What follows belongs to an exercise in optimizing a design on an open flow for small area; a production flow would make more cautious choices.
RTL that was checked went through simulation tests only; none was proved equivalent to the original.
Power and IR drop assume default switching activity.

## run A
==> flow/design.v <==
package rlrs_pkg;
  localparam int unsigned LINE_DEPTH = 64;
  localparam int unsigned LINE_AW    = $clog2(LINE_DEPTH);
  localparam int unsigned PREFIX_LEN = 7;
  localparam int unsigned TEXT_LEN   = 9;
  localparam int unsigned IDENT_MAX  = 8;
  localparam logic [8*PREFIX_LEN-1:0] SEL_PREFIX = 56'h20_54_43_45_4C_45_53;
  localparam logic [7:0] CHAR_LF = 8'h0A;
  localparam logic [7:0] CHAR_CR = 8'h0D;
  typedef enum logic [1:0] {
    OP_BYTE = 2'd0,
    OP_ACK  = 2'd1,
    OP_READ = 2'd2
  } op_e;
  typedef enum logic [0:0] {
    CFG_UNIT_IDENT = 1'b0,
    CFG_IDENT_LEN  = 1'b1
  } cfg_idx_e;
  typedef enum logic [2:0] {
    MODE_RECV    = 3'b001,
    MODE_HELD    = 3'b010,
    MODE_DISCARD = 3'b100
  } mode_e;
  typedef struct packed {
    logic [1:0] operation;
    logic [7:0] byte_value;
    logic [5:0] read_index;
  } in_word_t;
  typedef struct packed {
    logic       line_ready;
    logic [5:0] line_length;
    logic       transmit_off;
    logic       discarding;
    logic [7:0] read_data;
  } out_word_t;
  typedef struct packed {
    logic                  prefix_ok;
    logic [LINE_AW-1:0]    length;
    logic [TEXT_LEN*8-1:0] text;
  } sel_line_t;
endpackage
module rlrs_select_cmp
(
  input  logic [8*rlrs_pkg::PREFIX_LEN-1:0] prefix_i,
  input  logic [8*rlrs_pkg::TEXT_LEN-1:0]   text_i,
  input  logic [rlrs_pkg::LINE_AW-1:0]      len_i,
  input  logic [63:0] unit_ident_i,
  input  logic [3:0]  n_chars_i,
  output logic        other_o
);
  logic       go;
  logic       res;
  logic       tin, iin;
  logic [7:0] tc, ic;
  always_comb begin
    go  = 1'b1;
    res = 1'b0;
    for (int k = 0; k < rlrs_pkg::TEXT_LEN; k++) begin
      tin = rlrs_pkg::LINE_AW'(rlrs_pkg::PREFIX_LEN + k) < len_i;
      iin = (k < rlrs_pkg::IDENT_MAX) && (4'(k) < n_chars_i);
      tc  = text_i[8*k +: 8];
      ic  = unit_ident_i[8*(k % rlrs_pkg::IDENT_MAX) +: 8];
      if (go) begin
        if (tin && iin) begin
          if (tc != ic)          begin res = 1'b1; go = 1'b0; end
          else if (tc == 8'h00)  begin res = 1'b0; go = 1'b0; end
        end else if (tin) begin
          res = (tc != 8'h00); go = 1'b0;
        end else if (iin) begin
          res = (ic != 8'h00); go = 1'b0;
        end else begin
          res = 1'b0; go = 1'b0;
        end
      end
    end
    other_o = (len_i >= rlrs_pkg::LINE_AW'(rlrs_pkg::PREFIX_LEN)) &&
              (prefix_i == rlrs_pkg::SEL_PREFIX) && res;
  end
endmodule
module rs485_line_receiver_select_top
(
  input  logic        clk_i,
  input  logic        rst_ni,
  input  logic        cfg_we_i,
  input  logic [0:0]  cfg_index_i,
  input  logic [63:0] cfg_data_i,
  input  logic        in_valid_i,
  output logic        in_ready_o,
  input  rlrs_pkg::in_word_t    in_word_i,
  output logic        out_valid_o,
  input  logic        out_ready_i,
  output rlrs_pkg::out_word_t   out_word_o
);
  localparam int unsigned NSTORE = rlrs_pkg::LINE_DEPTH - 1;
  logic [63:0]        unit_ident_q;
  logic               ident_set_q;
  logic [3:0]         n_chars_q;
  logic               held_q, disc_q;
  logic [rlrs_pkg::LINE_AW-1:0] wp_q, wp_d;
  logic [7:0]         rdata_q, rdata_d;
  logic               toff_q, toff_d;
  logic               out_valid_q;
  logic [7:0]         line_mem_q [NSTORE];
  logic               held_d, disc_d;
  logic               accept;
  logic               eol;
  logic               wr;
  logic               toff;
  logic [NSTORE-1:0]  sel;
  logic [7:0]         rd_data;
  logic [8*rlrs_pkg::PREFIX_LEN-1:0] prefix;
  logic [8*rlrs_pkg::TEXT_LEN-1:0]   text;
  assign accept     = in_valid_i && in_ready_o;
  assign in_ready_o = !out_valid_q || out_ready_i;
  assign eol        = (in_word_i.byte_value == rlrs_pkg::CHAR_LF) || (in_word_i.byte_value == rlrs_pkg::CHAR_CR);
  always_comb begin
    for (int k = 0; k < rlrs_pkg::PREFIX_LEN; k++) prefix[8*k +: 8] = line_mem_q[k];
    for (int k = 0; k < rlrs_pkg::TEXT_LEN; k++)   text[8*k +: 8]   = line_mem_q[rlrs_pkg::PREFIX_LEN + k];
  end
  rlrs_select_cmp u_sel (
    .prefix_i     (prefix),
    .text_i       (text),
    .len_i        (wp_q),
    .unit_ident_i (unit_ident_q),
    .n_chars_i    (ident_set_q ? n_chars_q : 4'd0),
    .other_o      (toff)
  );
  always_comb begin
    held_d = held_q;
    disc_d = disc_q;
    wp_d   = wp_q;
    wr     = 1'b0;
    toff_d = 1'b0;
    rdata_d = 8'h00;
    case (in_word_i.operation)
      rlrs_pkg::OP_BYTE: begin
        if (disc_q) begin
          if (eol) begin
            disc_d = 1'b0;
            wp_d   = '0;
          end
        end else if (!held_q) begin
          if (eol) begin
            held_d = 1'b1;
            toff_d = toff;
          end else begin
            wr = 1'b1;
            if (wp_q == '1) begin
              disc_d = 1'b1;
              wp_d   = '0;
            end else begin
              wp_d = wp_q + 1'b1;
            end
          end
        end
      end
      rlrs_pkg::OP_ACK: begin
        held_d = 1'b0;
        disc_d = 1'b0;
        wp_d   = '0;
      end
      rlrs_pkg::OP_READ: begin
        if (held_q && in_word_i.read_index < wp_q) begin
          rdata_d = rd_data;
        end
      end
      default: ;
    endcase
  end
  always_ff @(posedge clk_i or negedge rst_ni) begin
    if (!rst_ni) begin
      ident_set_q <= 1'b0;
      n_chars_q   <= '0;
    end else if (cfg_we_i) begin
      case (cfg_index_i)
        rlrs_pkg::CFG_UNIT_IDENT: ident_set_q <= 1'b1;
        rlrs_pkg::CFG_IDENT_LEN:  n_chars_q   <= cfg_data_i[3] ? 4'd8 : {1'b0, cfg_data_i[2:0]};
        default: ;
      endcase
    end
  end
  always_ff @(posedge clk_i) begin
    if (cfg_we_i && cfg_index_i == rlrs_pkg::CFG_UNIT_IDENT) begin
      unit_ident_q <= cfg_data_i;
    end
  end
  always_ff @(posedge clk_i or negedge rst_ni) begin
    if (!rst_ni) begin
      held_q      <= 1'b0;
      disc_q      <= 1'b0;
      wp_q        <= '0;
      out_valid_q <= 1'b0;
    end else begin
      if (accept) begin
        held_q      <= held_d;
        disc_q      <= disc_d;
        wp_q        <= wp_d;
        out_valid_q <= 1'b1;
      end else if (out_ready_i) begin
        out_valid_q <= 1'b0;
      end
    end
  end
  always_ff @(posedge clk_i) begin
    if (accept) begin
      rdata_q <= rdata_d;
      toff_q <= toff_d;
    end
  end
  always_comb begin
    for (int i = 0; i < NSTORE; i++) sel[i] = (wp_q == rlrs_pkg::LINE_AW'(i));
  end
  always_ff @(posedge clk_i) begin
    for (int i = 0; i < NSTORE; i++) begin
      if (accept && wr && sel[i]) line_mem_q[i] <= in_word_i.byte_value;
    end
  end
  logic [7:0] rd_tab [rlrs_pkg::LINE_DEPTH];
  always_comb begin
    for (int i = 0; i < NSTORE; i++) rd_tab[i] = line_mem_q[i];
    rd_tab[NSTORE] = 8'h00;
  end
  assign rd_data = rd_tab[in_word_i.read_index];
  always_comb begin
    out_word_o.line_ready   = held_q;
    out_word_o.line_length  = held_q ? wp_q : '0;
    out_word_o.transmit_off = toff_q;
    out_word_o.discarding   = disc_q;
    out_word_o.read_data    = rdata_q;
  end
  assign out_valid_o = out_valid_q;
endmodule
export LEC_CHECK = 0
export CAP_MARGIN = 0
export CORE_MARGIN = 2
export CORE_UTILIZATION = 40
export CTS_CLUSTER_DIAMETER = 80
export CTS_CLUSTER_SIZE = 25
export SLEW_MARGIN = 0
create_clock -name core_clock -period 5.0 [get_ports {clk_i}]
run.sh (not shown) runs the stock make flow with config.mk's settings and CLKGATE_MAP_FILE= SYNTH_SCRIPT=/design/flow/synth_recipe.tcl, a recipe that flattens the netlist after the stock synthesis.
Run A ran in full, but the layout does not pass; the checks complain about capacitance limit, slew limit.
The inputs of run B differ from those of run A as listed below.
Settings: removing CTS_CLUSTER_SIZE (formerly 25); changing CAP_MARGIN from 0 to 20; removing CTS_CLUSTER_DIAMETER (formerly 80); changing SLEW_MARGIN from 0 to 20.
Every stage of the flow completed for run B, and the final layout passed the timing, DRC and antenna checks.
Taking run A as the reference point, the post-route minimum period of run B falls by 0.40 ns.
Going from run A to run B, post-route total power has increased; number of CTS-inserted buffers has increased.
For the synthesis-to-layout area growth, run B came in 4.1 points higher than run A did.
Re non-clock buffer instance count of the final layout: run A and run B aren't equal, and the higher value belongs to run B.
In the metrics for run A and run B, the one carrying the lower fraction of power consumed by combinational cells is run B.
From run B to run A, die area did not move at all.
Going from run A to run B, the critical path depth was found to have gone up by 1.
Modified inputs, run C compared to run B
Settings: putting CTS_CLUSTER_DIAMETER at 80 where nothing was set; putting GPL_TIMING_DRIVEN at 0 where nothing was set; swapping 20 for 0 in SLEW_MARGIN; putting CTS_CLUSTER_SIZE at 25 where nothing was set; swapping 20 for 0 in CAP_MARGIN.
### Flow results
Run C finished all stages; layout check result: FAIL, due to capacitance limit, slew limit. Post-CTS clock slew at the launch and capture registers of the worst setup and hold paths ends up higher on run C. Sequential share of layout area in run C is 3.0 points above run B. Run C vs run B: number of non-clock buffers in the layout down by more than a quarter. Changes observed in run C relative to run B: final clock period utilization by the worst path shows an increase of 17 points; total power of the final layout shows a reduction of about 15%; achievable frequency shows a reduction of 18%; post-route minimum period shows an increase of 0.84 ns. Run comparison: run B timing startpoint of the critical path in_word_i[3]; run C timing startpoint of the critical path in_word_i[2]. [run C] setup slack fell 0.84 ns relative to run B. Run C: hold slack lower than run B. Max-slew violation count, run C and run B, lower one = run B.
Changes in run D relative to run C:
Settings: CTS_CLUSTER_SIZE removed (was 25); CTS_CLUSTER_DIAMETER removed (was 80); SLEW_MARGIN changed from 0 to 20; CAP_MARGIN changed from 0 to 20.
==> flow/flow/run.sh (new file) <==
#!/bin/bash
# Own layout flow: the standard steps (standard.sh), with two changes to how
# the layout is made: every input and output port gets a buf_1 cell as its port
# buffer (instead of clkdlybuf4s50_1), and clock tree synthesis runs without
# dummy loads and with larger sink clusters. Each step's full output goes to a
# log file of its own in the work folder; ORFS's own logs stay under orfs/logs/.
set -euo pipefail
bash standard.sh synth > log_synth.txt 2>&1
bash standard.sh floorplan > log_floorplan.txt 2>&1
bash standard.sh place "BUFFER_PORTS_ARGS=-buffer_cell sky130_fd_sc_hd__buf_1" > log_place.txt 2>&1
bash standard.sh cts "CTS_ARGS=-sink_clustering_enable -repair_clock_nets -dont_use_dummy_load -sink_clustering_size 25 -sink_clustering_max_diameter 80" > log_cts.txt 2>&1
bash standard.sh finish > log_finish.txt 2>&1
==> flow/standard.sh (new file) <==
#!/bin/bash
# synth_recipe.tcl (not shown) runs the flow's synth.tcl, then flattens the netlist and writes it again
# the make line also repeats each setting of config.mk as NAME=value (left out here)
make -C /OpenROAD-flow-scripts/flow DESIGN_CONFIG=/design/flow/config.mk WORK_HOME=/design/flow/orfs CLKGATE_MAP_FILE= SYNTH_SCRIPT=/design/flow/synth_recipe.tcl "${@:-finish}"
removed: flow/run.sh
Findings:
Run D: done, clean on timing, DRC and antenna
The final core utilization reported for run D is smaller than that of run C by 0.62 points.
Comparing run C and run D, the lower max-slew violation total from the final report is on run D.
Summary of run D over run C: time the worst path needs with I/O delays and setup dropped 0.30 ns, minimum setup slack in the final design picked up an extra 0.30 ns.
Relative to run C, period utilization has decreased by 6.0 points in run D.
Sort run C and run D by clock power desc -> top: run C
Run D gives less final cell area excluding filler cells than run C did.
Run C ended up with rdata_q[7]$_SDFFCE_PN0P_ as its endpoint of the most critical setup path; run D ended up with rdata_q[0]$_SDFFCE_PN0P_.
Proportion of cell area occupied by registers ends up higher on run D.
Per the comparison of run D with run C, routed wire length grew by 0.32%, global routing usage on met3 shrank by 1.2 points, synthesized cell count held steady.

* * *

Setup of north:
Another version of the RTL of rs485_line_receiver_select_top (not shown whole).
Size in the first run: ~1,800 cells after synthesis, about 590 flip-flops, ~110 I/O pins, about 22,000 um2 of cells after synthesis.
Design rs485_line_receiver_select_top, start of the top module:
module rs485_line_receiver_select_top
(
  input  logic        clk_i,
  input  logic        rst_ni,
  input  logic        cfg_we_i,
  input  logic [0:0]  cfg_index_i,
  input  logic [63:0] cfg_data_i,
  input  logic        in_valid_i,
  output logic        in_ready_o,
  input  rlrs_pkg::in_word_t    in_word_i,
  output logic        out_valid_o,
  input  logic        out_ready_i,
  output rlrs_pkg::out_word_t   out_word_o
);
clock: 5.0 ns
lec_check: 0
cap_margin: 20
core_margin: 2
core_utilization: 65
gpl_timing_driven: 0
slew_margin: 20
synth_hierarchical: 1
standard.sh (not shown) runs the stock make flow with config.mk's settings and CLKGATE_MAP_FILE= SYNTH_SCRIPT=/design/flow/synth_recipe.tcl, a recipe that flattens the netlist after the stock synthesis.
==> flow/flow/run.sh <==
#!/bin/bash
# Own layout flow: the standard steps (standard.sh), with two changes to how
# the layout is made: every input and output port gets a buf_1 cell as its port
# buffer (instead of clkdlybuf4s50_1), and clock tree synthesis runs without
# dummy loads and with larger sink clusters. Each step's full output goes to a
# log file of its own in the work folder; ORFS's own logs stay under orfs/logs/.
set -euo pipefail
bash standard.sh synth > log_synth.txt 2>&1
bash standard.sh floorplan > log_floorplan.txt 2>&1
bash standard.sh place "BUFFER_PORTS_ARGS=-buffer_cell sky130_fd_sc_hd__buf_1" > log_place.txt 2>&1
bash standard.sh cts "CTS_ARGS=-sink_clustering_enable -repair_clock_nets -dont_use_dummy_load -sink_clustering_size 25 -sink_clustering_max_diameter 80" > log_cts.txt 2>&1
bash standard.sh finish > log_finish.txt 2>&1
north was carried through to the last stage, and its layout satisfied the timing, DRC and antenna checks.
Here is what was changed in the inputs of south compared with north.
Settings: CORE_UTILIZATION: 65 -> 40.
[summary]
Of south and north, north shows the lower worst setup slack, with south above it. [south] cell area reported after detailed placement rose 1.4% relative to north. south falls short of north in relative slew slack. Relative to north, the number of tap cells inserted measured on south has increased by more than half. Between north and south, the worst slack on hold paths figures differ only marginally. Re overflow left after global routing: no difference whatsoever between south and north. Overall power: south vs north up 0.84%.
No functional check of the RTL was part of any run of this note.

* * *

the reference run:
Another version of the RTL of rs485_line_receiver_select_top (not shown whole).
Size in the first run: about 1800 cells after synthesis, about 110 I/O pins, about 22000 um^2 of cells after synthesis.
export LEC_CHECK = 0
export CAP_MARGIN = 20
export CORE_MARGIN = 2
export CORE_UTILIZATION = 40
export GPL_TIMING_DRIVEN = 0
export SLEW_MARGIN = 20
export SYNTH_HIERARCHICAL = 1
create_clock -name core_clock -period 5.0 [get_ports {clk_i}]
==> flow/flow/run.sh <==
#!/bin/bash
# Own layout flow: the standard steps (standard.sh), with these changes to
# how the layout is made: every input and output port gets a buf_1 cell as its
# port buffer; the placement repair may not use the three largest buffers
# (it chains smaller ones instead); clock tree synthesis runs without dummy
# loads and with larger sink clusters;
# Each step's full output goes to a log file of its own in the
# work folder; ORFS's own logs stay under orfs/logs/.
set -euo pipefail
PLATFORM_DONT_USE=" sky130_fd_sc_hd__probe_p_8 sky130_fd_sc_hd__probec_p_8 sky130_fd_sc_hd__lpflow_bleeder_1 sky130_fd_sc_hd__lpflow_clkbufkapwr_1 sky130_fd_sc_hd__lpflow_clkbufkapwr_16 sky130_fd_sc_hd__lpflow_clkbufkapwr_2 sky130_fd_sc_hd__lpflow_clkbufkapwr_4 sky130_fd_sc_hd__lpflow_clkbufkapwr_8 sky130_fd_sc_hd__lpflow_clkinvkapwr_1 sky130_fd_sc_hd__lpflow_clkinvkapwr_16 sky130_fd_sc_hd__lpflow_clkinvkapwr_2 sky130_fd_sc_hd__lpflow_clkinvkapwr_4 sky130_fd_sc_hd__lpflow_clkinvkapwr_8 sky130_fd_sc_hd__lpflow_decapkapwr_12 sky130_fd_sc_hd__lpflow_decapkapwr_3 sky130_fd_sc_hd__lpflow_decapkapwr_4 sky130_fd_sc_hd__lpflow_decapkapwr_6 sky130_fd_sc_hd__lpflow_decapkapwr_8 sky130_fd_sc_hd__lpflow_inputiso0n_1 sky130_fd_sc_hd__lpflow_inputiso0p_1 sky130_fd_sc_hd__lpflow_inputiso1n_1 sky130_fd_sc_hd__lpflow_inputiso1p_1 sky130_fd_sc_hd__lpflow_inputisolatch_1 sky130_fd_sc_hd__lpflow_isobufsrc_1 sky130_fd_sc_hd__lpflow_isobufsrc_16 sky130_fd_sc_hd__lpflow_isobufsrc_2 sky130_fd_sc_hd__lpflow_isobufsrc_4 sky130_fd_sc_hd__lpflow_isobufsrc_8 sky130_fd_sc_hd__lpflow_isobufsrckapwr_16 sky130_fd_sc_hd__lpflow_lsbuf_lh_hl_isowell_tap_1 sky130_fd_sc_hd__lpflow_lsbuf_lh_hl_isowell_tap_2 sky130_fd_sc_hd__lpflow_lsbuf_lh_hl_isowell_tap_4 sky130_fd_sc_hd__lpflow_lsbuf_lh_isowell_4 sky130_fd_sc_hd__lpflow_lsbuf_lh_isowell_tap_1 sky130_fd_sc_hd__lpflow_lsbuf_lh_isowell_tap_2 sky130_fd_sc_hd__lpflow_lsbuf_lh_isowell_tap_4 "
bash standard.sh synth > log_synth.txt 2>&1
bash standard.sh floorplan > log_floorplan.txt 2>&1
bash standard.sh place "BUFFER_PORTS_ARGS=-buffer_cell sky130_fd_sc_hd__buf_1" "DONT_USE_CELLS=$PLATFORM_DONT_USE sky130_fd_sc_hd__buf_8 sky130_fd_sc_hd__buf_12 sky130_fd_sc_hd__buf_16 sky130_fd_sc_hd__xor2_2 sky130_fd_sc_hd__xor2_4" > log_place.txt 2>&1
bash standard.sh cts "CTS_ARGS=-sink_clustering_enable -repair_clock_nets -dont_use_dummy_load -sink_clustering_size 30 -sink_clustering_max_diameter 100" > log_cts.txt 2>&1
bash standard.sh finish > log_finish.txt 2>&1
Edits applied to the flow inputs when going from the reference run to the trial run:
diff --git a/flow/flow/run.sh b/flow/flow/run.sh
--- a/flow/flow/run.sh
+++ b/flow/flow/run.sh
@@ -5,4 +5,4 @@
 # (it chains smaller ones instead); clock tree synthesis runs without dummy
-# loads and with larger sink clusters;
-# Each step's full output goes to a log file of its own in the
+# loads and with larger sink clusters; the global-route repair downsizes gates
+# that have slack. Each step's full output goes to a log file of its own in the
 # work folder; ORFS's own logs stay under orfs/logs/.
@@ -12,4 +12,4 @@
 bash standard.sh floorplan > log_floorplan.txt 2>&1
-bash standard.sh place "BUFFER_PORTS_ARGS=-buffer_cell sky130_fd_sc_hd__buf_1" "DONT_USE_CELLS=$PLATFORM_DONT_USE sky130_fd_sc_hd__buf_8 sky130_fd_sc_hd__buf_12 sky130_fd_sc_hd__buf_16 sky130_fd_sc_hd__xor2_2 sky130_fd_sc_hd__xor2_4" > log_place.txt 2>&1
-bash standard.sh cts "CTS_ARGS=-sink_clustering_enable -repair_clock_nets -dont_use_dummy_load -sink_clustering_size 30 -sink_clustering_max_diameter 100" > log_cts.txt 2>&1
-bash standard.sh finish > log_finish.txt 2>&1
+bash standard.sh place "BUFFER_PORTS_ARGS=-buffer_cell sky130_fd_sc_hd__buf_1" "DONT_USE_CELLS=$PLATFORM_DONT_USE sky130_fd_sc_hd__buf_8 sky130_fd_sc_hd__buf_12 sky130_fd_sc_hd__buf_16" > log_place.txt 2>&1
+bash standard.sh cts "CTS_ARGS=-sink_clustering_enable -repair_clock_nets -dont_use_dummy_load -sink_clustering_size 25 -sink_clustering_max_diameter 80" > log_cts.txt 2>&1
+bash standard.sh finish "RECOVER_POWER=100" > log_finish.txt 2>&1
The trial run: all stages done; final checks FAILED (capacitance limit, slew limit).
Looking at share of power burned in the clock network, the trial run sits 2.1 points higher than the reference run does.
On met2 track demand over resource in global routing: the trial run sits below the reference run.
The trial run -> the reference run: count of unresolved DRC violations after routing delta 0, exact match
For the reference run, the first element of the critical path was in_word_i[5], unlike the trial run, where it was in_word_i[8].
Comparing the reference run and the trial run, the lower non-clock buffer count was measured on the trial run.
Number of buffers on the longest clock path came out exactly the same in the reference run and the trial run.
Sort the reference run and the trial run by data required time of the critical path desc -> top: the trial run
| clock group power | the trial run vs the reference run | worse |
Number of filler instances in the final layout delta (the trial run -> the reference run): insignificant
In the trial run, remaining max-slew budget at the tightest pin is lower than in the reference run.
Sort the reference run and the trial run by clock skew asc -> top: the trial run

afterwards: timing with drivers on the ports:
In the flow no input, the clock included, has a driving cell. The finished layouts below were timed again as built, in two steps. Step 1 (the two cells are an assumption about what drives the block):
set clk [get_ports {clk_i}]
set_driving_cell -lib_cell sky130_fd_sc_hd__clkbuf_16 $clk
set_driving_cell -lib_cell sky130_fd_sc_hd__buf_2 [delete_from_list [all_inputs] $clk]
Step 2 also shifts input and output timing later by t, the mid clock arrival at the registers, as if the neighbouring blocks saw the same clock. a / b / c = no drivers / after step 1 / after step 2; a / b = the first two.
run | shift t [ns] | setup slack, ns | worst setup path at the end | cell pins on the clock port's net
run A | 0.695 | 0.797 / 0.810 / 0.116 | input to register | 1
run B | 0.703 | 1.200 / 1.210 / 0.507 | input to register | 1
run C | 0.693 | 0.359 / 0.400 / -0.293 | input to register | 1
run D | 0.631 | 0.656 / 0.692 / 0.061 | input to register | 1
north | 0.633 | 0.393 / 0.423 / -0.209 | input to register | 1
south | 0.645 | 0.480 / 0.510 / -0.135 | input to register | 1
the reference run | 0.634 | 0.671 / 0.647 / 0.013 | input to register | 1
the trial run | 0.648 | 0.548 / 0.570 / -0.078 | input to register | 1
For run B, which loses most, drivers alone change the setup slack by +0.010 ns; drivers and shift together by -0.693 ns.
